Source: an optimization exercise on an open RTL-to-GDS flow (aim: small area, a short achievable clock period and few clock cycles per item). Production flows keep margins and buffers that such runs may drop. Function was checked by simulation only, so behaviour that the tests miss may differ from the original. No activity file was given, so power comes from the tool's default toggle rates.

**flow/design.v**
```verilog
package plst_pkg;
    localparam int CAPACITY   = 16;
    localparam int ELEM_WIDTH = 32;
    localparam int FUNC_W     = 3;
    localparam int POS_W      = 8;
    localparam int DATA_W     = 32;
    localparam int CNT_OUT_W  = 8;
    localparam int CNT_W      = $clog2(CAPACITY + 1);
    localparam int IDX_W      = (CAPACITY > 1) ? $clog2(CAPACITY) : 1;
    localparam int CMP_W      = POS_W + 1;
    typedef logic [FUNC_W-1:0]     t_func;
    typedef logic [ELEM_WIDTH-1:0] t_slot;
    typedef logic [CNT_W-1:0]      t_count;
    localparam t_func FUNC_INSERT = 3'd0;
    localparam t_func FUNC_REMOVE = 3'd1;
    localparam t_func FUNC_GET    = 3'd2;
    localparam t_func FUNC_SET    = 3'd3;
    localparam t_func FUNC_CLEAR  = 3'd4;
    typedef struct packed {
        logic load;
        logic shift_up;
        logic shift_dn;
    } t_cell_ctl;
    function automatic logic [ELEM_WIDTH-1:0] f_to_slot(input logic [DATA_W-1:0] elem);
        f_to_slot = elem;
    endfunction
    function automatic logic [DATA_W-1:0] f_to_data(input logic [ELEM_WIDTH-1:0] slot);
        f_to_data = slot;
    endfunction
endpackage
module plst_cell (
    input  logic               i_clk,
    input  plst_pkg::t_cell_ctl i_ctl,
    input  plst_pkg::t_slot    i_elem,
    input  plst_pkg::t_slot    i_left,
    input  plst_pkg::t_slot    i_right,
    output plst_pkg::t_slot    o_slot
);
    plst_pkg::t_slot r_slot;
    plst_pkg::t_slot n_slot;
    always_comb begin
        n_slot = r_slot;
        if (i_ctl.load) begin
            n_slot = i_elem;
        end else if (i_ctl.shift_up) begin
            n_slot = i_left;
        end else if (i_ctl.shift_dn) begin
            n_slot = i_right;
        end
    end
    always_ff @(posedge i_clk) begin
        r_slot <= n_slot;
    end
    assign o_slot = r_slot;
endmodule
module positional_list_store_top (
    input  logic        i_clk,
    input  logic        i_rst_n,
    input  logic        s_axis_tvalid,
    output logic        s_axis_tready,
    input  logic [47:0] s_axis_tdata,    
    output logic        m_axis_tvalid,
    input  logic        m_axis_tready,
    output logic [47:0] m_axis_tdata     
);
    plst_pkg::t_func              w_func;
    logic [plst_pkg::POS_W-1:0]   w_pos;
    logic [plst_pkg::DATA_W-1:0]  w_elem;
    plst_pkg::t_slot              w_elem_slot;
    logic               w_accept;
    logic [plst_pkg::CMP_W-1:0]   w_pos_c;
    logic [plst_pkg::CMP_W-1:0]   w_cnt_c;
    logic               w_pos_nz;
    logic               w_in_list;
    logic               w_ins_ok;
    logic               w_rem_ok;
    logic               w_get_ok;
    logic               w_set_ok;
    logic [plst_pkg::POS_W-1:0]   w_pos_m1;
    logic [plst_pkg::IDX_W-1:0]   w_idx;
    plst_pkg::t_count             r_count;
    plst_pkg::t_count             n_count;
    logic               n_ok;
    logic [plst_pkg::DATA_W-1:0]  n_rd;
    logic               r_out_valid;
    logic               r_ok;
    logic [plst_pkg::DATA_W-1:0]  r_rd;
    plst_pkg::t_count             r_cnt_out;
    plst_pkg::t_slot              w_slot [plst_pkg::CAPACITY];
    assign w_func      = s_axis_tdata[2:0];
    assign w_pos       = s_axis_tdata[10:3];
    assign w_elem      = s_axis_tdata[42:11];
    assign w_elem_slot = plst_pkg::f_to_slot(w_elem);
    assign s_axis_tready = !r_out_valid || m_axis_tready;
    assign w_accept      = s_axis_tvalid && s_axis_tready;
    assign w_pos_c   = plst_pkg::CMP_W'(w_pos);
    assign w_cnt_c   = plst_pkg::CMP_W'(r_count);
    assign w_pos_nz  = (w_pos != '0);
    assign w_in_list = w_pos_nz && (w_pos_c <= w_cnt_c);
    assign w_ins_ok = (w_func == plst_pkg::FUNC_INSERT) && w_pos_nz
                      && (w_pos_c <= w_cnt_c + plst_pkg::CMP_W'(1))
                      && (w_cnt_c < plst_pkg::CMP_W'(plst_pkg::CAPACITY));
    assign w_rem_ok = (w_func == plst_pkg::FUNC_REMOVE) && w_in_list;
    assign w_get_ok = (w_func == plst_pkg::FUNC_GET) && w_in_list;
    assign w_set_ok = (w_func == plst_pkg::FUNC_SET) && w_in_list;
    assign w_pos_m1 = w_pos - plst_pkg::POS_W'(1);
    assign w_idx    = w_pos_m1[plst_pkg::IDX_W-1:0];
    for (genvar i = 0; i < plst_pkg::CAPACITY; i++) begin : g_cell
        localparam logic [plst_pkg::CMP_W-1:0] POS_HERE = plst_pkg::CMP_W'(i + 1);
        plst_pkg::t_slot w_left;
        plst_pkg::t_slot w_right;
        logic w_load;
        logic w_shift_up;
        logic w_shift_dn;
        always_comb begin
            w_load     = w_accept && (w_ins_ok || w_set_ok) && (w_pos_c == POS_HERE);
            w_shift_up = w_accept && w_ins_ok && (POS_HERE > w_pos_c)
                                && (POS_HERE <= w_cnt_c + plst_pkg::CMP_W'(1));
            w_shift_dn = w_accept && w_rem_ok && (POS_HERE >= w_pos_c)
                                && (POS_HERE < w_cnt_c);
        end
        if (i == 0) begin : g_first
            assign w_left = '0;
        end else begin : g_mid_l
            assign w_left = w_slot[i-1];
        end
        if (i == plst_pkg::CAPACITY - 1) begin : g_last
            assign w_right = '0;
        end else begin : g_mid_r
            assign w_right = w_slot[i+1];
        end
        plst_cell u_cell (
            .i_clk   (i_clk),
            .i_ctl   ({w_load, w_shift_up, w_shift_dn}),
            .i_elem  (w_elem_slot),
            .i_left  (w_left),
            .i_right (w_right),
            .o_slot  (w_slot[i])
        );
    end
    always_comb begin
        n_count = r_count;
        n_ok    = 1'b0;
        n_rd    = '0;
        case (w_func)
            plst_pkg::FUNC_INSERT: begin
                n_ok = w_ins_ok;
                if (w_ins_ok) begin
                    n_count = r_count + plst_pkg::CNT_W'(1);
                end
            end
            plst_pkg::FUNC_REMOVE: begin
                n_ok = w_rem_ok;
                if (w_rem_ok) begin
                    n_count = r_count - plst_pkg::CNT_W'(1);
                end
            end
            plst_pkg::FUNC_GET: begin
                n_ok = w_get_ok;
                if (w_get_ok) begin
                    n_rd = plst_pkg::f_to_data(w_slot[w_idx]);
                end
            end
            plst_pkg::FUNC_SET: begin
                n_ok = w_set_ok;
            end
            plst_pkg::FUNC_CLEAR: begin
                n_ok    = 1'b1;
                n_count = '0;
            end
            default: begin
                n_ok = 1'b0;
            end
        endcase
    end
    always_ff @(posedge i_clk) begin
        if (!i_rst_n) begin
            r_count     <= '0;
            r_out_valid <= 1'b0;
        end else begin
            if (w_accept) begin
                r_count     <= n_count;
                r_out_valid <= 1'b1;
            end else if (m_axis_tready) begin
                r_out_valid <= 1'b0;
            end
        end
    end
    always_ff @(posedge i_clk) begin
        if (w_accept) begin
            r_ok      <= n_ok;
            r_rd      <= n_rd;
            r_cnt_out <= n_count;
        end
    end
    assign m_axis_tvalid = r_out_valid;
    assign m_axis_tdata  = {7'd0, plst_pkg::CNT_OUT_W'(r_cnt_out), r_rd, r_ok};
endmodule
```
**flow/run.sh**
```bash
#!/bin/bash
# synth_recipe.tcl (not shown) runs the flow's synth.tcl, then flattens the netlist and writes it again
# the make line also repeats each setting of config.mk as NAME=value (left out here)
make -C /OpenROAD-flow-scripts/flow DESIGN_CONFIG=/design/flow/config.mk WORK_HOME=/design/flow/orfs CLKGATE_MAP_FILE= SYNTH_SCRIPT=/design/flow/synth_recipe.tcl finish
```
**flow/config.mk**
```make
export PLATFORM = sky130hd
export DESIGN_NAME = positional_list_store_top
export DESIGN_NICKNAME = positional_list_store_top
export VERILOG_FILES = /design/flow/design.v
export SDC_FILE = /design/flow/constraint.sdc
export NUM_CORES = 4
export LEC_CHECK = 0
export CAP_MARGIN = 20
export CORE_MARGIN = 2
export CORE_UTILIZATION = 40
export SLEW_MARGIN = 20
```
**flow/constraint.sdc**
```tcl
create_clock -name core_clock -period 5.5 [get_ports {i_clk}]
set_input_delay 1.1000 -clock core_clock [delete_from_list [all_inputs] [get_ports {i_clk}]]
set_output_delay 1.1000 -clock core_clock [all_outputs]
set_load 0.01 [all_outputs]
```
==> results.sh <==
export IMPL_status="finished clean"
export IMPL_grt_pass1_wl_mm=196
export IMPL_drv_max_cap_violation_count=0
export IMPL_start_util=0.404
export IMPL_timing_hold_worst_class="flip-flop to flip-flop"
export IMPL_cts_root_buffer="sky130_fd_sc_hd__clkbuf_16"
export IMPL_clk_path_buf_depth=3
export IMPL_crit_required_ps=5850
export IMPL_std_cell_rows=103
export IMPL_drt_drc_violations_left=0
export IMPL_coreArea_um2=79100
export IMPL_power_density_nw_per_um2=251
export IMPL_critPathCaptureType="flip-flop"
export IMPL_drt_pass1_iter_count=7
export IMPL_ys_ff_latch=556
export IMPL_grt_overflow_total=0
export IMPL_ys_warnings=3
export IMPL_detailed_route_wl_mm=139
export IMPL_drt_first_iter_violations=4206
export IMPL_gr_max_usage_layer="met2"
export IMPL_finalSetupViolCount=0
export IMPL_start_kind="flip-flop"
export IMPL_timing_hold_violations_final=0
export IMPL_final_common_cell="sky130_fd_sc_hd__edfxtp_1"
export IMPL_gr_usage_met1=0.435
export IMPL_syn_cell_area_um2=32000
export IMPL_via_per_inst=6.72
export IMPL_grt_start_max_net_pins=65
export IMPL_fin_total_pwr_mw=9.22
export IMPL_die_height_um=287
export IMPL_remaining_number_of_nets_flagged_by_the_antenna_check_after_routing=0
export IMPL_ys_seq_area_frac=0.520
export IMPL_max_clock_freq_mhz=207
export IMPL_cts_made_buffers=60
export IMPL_timing_critical_path_arrival_ps=5190
export IMPL_worst_skew_pair_late_latency_ps=660
export IMPL_final_period_utilization=0.880
export IMPL_post_cts_resized=0
export IMPL_synth_edff_count=550
export IMPL_dp_hpwl_mm=83.6
export IMPL_finalCriticalPeriod_ps=4840
export IMPL_postCtsSetupRepairBufs=0
export IMPL_grt_pass1_vias=26488
export IMPL_grt_util_met2=0.494
export IMPL_global_route_usage_total=0.330
export IMPL_total_leakage_power_nw=12.1
export IMPL_totalNegativeSetupSlack_ps=0
export IMPL_clock_skew_final_ps=24.4
export IMPL_vdd_drop_max_mv=0.259
export IMPL_dieWidth_um=287
export IMPL_cts_hold_buf=0
export IMPL_synthDistinctLibCells=78
export IMPL_worst_pin_slew_ps=1210
export IMPL_antenna_found_initial=4
export IMPL_setup_repair_after_global_routing_missed_its_margin="false"
export IMPL_path_class="flip-flop to flip-flop"
export IMPL_fp_dieArea_um2=82200
export IMPL_gr_usage_met3=0.0947
export IMPL_finalMaxSlewViolations=0
export IMPL_synth_cells=2997
export IMPL_nNetsFinal=3105
export IMPL_critical_path_peak_fanout=10
export IMPL_timing_max_slew_rel_slack=0.190
export IMPL_async_flop_share=0
export IMPL_buffer_ports_inserted=86
export IMPL_place_congestion=0.930
export IMPL_clk_pin_slew_ps=70
export IMPL_synth_area_per_cell_um2=10.7
export IMPL_postSynth_topFlopCell="sky130_fd_sc_hd__edfxtp_1"
export IMPL_cts_sink_count=556
export IMPL_average_wire_per_cell_in_the_routed_design_um=33.5
export IMPL_routed_via_count=27801
export IMPL_number_of_primary_i_o_pins=102
export IMPL_most_common_layout_cells="550 x sky130_fd_sc_hd__edfxtp_1, 501 x sky130_fd_sc_hd__nor2_1, 472 x sky130_fd_sc_hd__a21oi_1"
export IMPL_growth_of_design_area_from_synthesis_to_finish_pct=15.0
export IMPL_cts_htree_levels=2
export IMPL_final_layout_size_suffix_gt1_frac=0.117
export IMPL_tritoncts_clock_tree="yes"
==> where the power goes <==
part           internal [mW]  switching, mW
sequential              4.60        0.00420
clock                   2.26           1.82
combinational          0.158          0.371
==> registers in the layout (all words and copies together), names as in the netlist <==
name / flops
g_cell.u_cell.r_slot: 512
r_rd: 32
r_cnt_out: 5
r_count: 5
r_ok: 1
r_out_valid: 1
==> final cells by class <==
class | count | area (um^2)
flip-flops and latches | 556 | 16600
diodes | 5 | 12.5
multi-input cells | 2158 | 14400
inverters | 15 | 56.3
well taps | 1050 | 1310
clock inverters | 35 | 327
repair buffers | 247 | 2440
clock buffers | 72 | 1570
fillers | 7270 | 42300
==> worst max-delay path, cell delays in order, from the launching register on <==
cell and delay [ps]:
sky130_fd_sc_hd__dfxtp_1 340, sky130_fd_sc_hd__ha_1 410, sky130_fd_sc_hd__and3_1 350, sky130_fd_sc_hd__xnor2_1 170, sky130_fd_sc_hd__ha_1 220, sky130_fd_sc_hd__a2111oi_0 670
sky130_fd_sc_hd__nor2_1 110, sky130_fd_sc_hd__a311o_1 420, sky130_fd_sc_hd__or2_1 400, sky130_fd_sc_hd__buf_4 280, sky130_fd_sc_hd__nor3b_2 410, sky130_fd_sc_hd__buf_4 370
sky130_fd_sc_hd__mux2i_1 250, sky130_fd_sc_hd__a21oi_1 90
==> cells by family after synthesis <==
group | after synthesis | synth area share
compound gates | 891 | 0.176
simple gates | 766 | 0.104
flops | 556 | 0.520
xor+xnor | 6 | 0.00235
fa+ha+maj | 15 | 0.00587
buf+inv | 292 | 0.0430
other cells | 1 | 0.000117
mux | 470 | 0.149
==> final timing paths <==
path	start	endpoint	slack, ps	depth (start not counted)
worst min register to register	g_cell[9].u_cell.r_slot[31]	g_cell[8].u_cell.r_slot[31]	590	1
worst max register to register	r_count[1]	g_cell[1].u_cell.r_slot[19]	660	13
worst min-delay path	g_cell[9].u_cell.r_slot[31]	g_cell[8].u_cell.r_slot[31]	590	1
worst max-delay path	r_count[1]	g_cell[1].u_cell.r_slot[19]	660	13
==> synthesized netlist by cell type, types with 8 or more instances <==
master	count	share of area
sky130_fd_sc_hd__a21o_1	34	0.0080
sky130_fd_sc_hd__a21oi_1	473	0.074
sky130_fd_sc_hd__a221oi_1	19	0.0052
sky130_fd_sc_hd__a222oi_1	18	0.0056
sky130_fd_sc_hd__a22o_1	78	0.021
sky130_fd_sc_hd__a22oi_1	130	0.031
sky130_fd_sc_hd__a31oi_1	9	0.0018
sky130_fd_sc_hd__and3_1	12	0.0023
sky130_fd_sc_hd__buf_1	36	0.0042
sky130_fd_sc_hd__buf_2	13	0.0020
sky130_fd_sc_hd__buf_4	26	0.0061
sky130_fd_sc_hd__buf_6	22	0.0077
sky130_fd_sc_hd__clkbuf_1	180	0.021
sky130_fd_sc_hd__edfxtp_1	550	0.52
sky130_fd_sc_hd__ha_1	15	0.0059
sky130_fd_sc_hd__inv_1	12	0.0014
sky130_fd_sc_hd__mux2_2	40	0.014
sky130_fd_sc_hd__mux2i_1	429	0.13
sky130_fd_sc_hd__nand2_1	64	0.0075
sky130_fd_sc_hd__nand2b_1	8	0.0016
sky130_fd_sc_hd__nand3_1	50	0.0078
sky130_fd_sc_hd__nand4_1	30	0.0059
sky130_fd_sc_hd__nor2_1	516	0.061
sky130_fd_sc_hd__nor3_1	42	0.0066
sky130_fd_sc_hd__o21ai_0	41	0.0064
sky130_fd_sc_hd__o22ai_1	22	0.0043
sky130_fd_sc_hd__or3_1	8	0.0016
==> per-layer routing <==
metal	up-vias	routed length, um
met5	-	29
met4	4	8140
met3	506	19000
met2	2322	59500
met1	13457	52000
li1	11512	-
==> per-stage QoR <==
step	worst slack, ps	instance area [um^2]	instances	util	hold slack (ps)
after floorplan	335	32000	3006	-	535
after global placement	329	34800	4025	0.440	558
after detailed placement	276	34800	4025	0.440	575
after CTS	680	36700	4132	0.464	590
after global routing	381	36800	4135	0.465	599
final	659	36800	4138	0.465	588
Testbench counts, summed over its fixed seeds: cycles 24,008, items 24,000.

[static timing again, ports no longer ideal]
How much do the figures lean on ideal ports? The routed layout below was timed once more, with nothing changed but the port constraints.
Step 1 sets driving cells, clkbuf_16 on the clock port and buf_2 on the other inputs (assumed; they add their load-dependent delay and slew).
Step 2 times the ports against the registers' clock, not the clock port: input delays grow and output delays shrink by t, the midpoint of the rising clock arrivals with the driver on.
Three values: ideal ports, drivers, drivers and shift; two values: the first two.
t, ns: 0.718
slack for setup (ns): 0.659 / 0.659 / 0.195
latest minus earliest clock arrival (ns): 0.033 / 0.032
cell pins on the clock port's net: 1
After both steps this run still meets setup and hold. For this run, drivers alone change the setup slack by 0.000 ns; drivers and shift together by -0.464 ns.
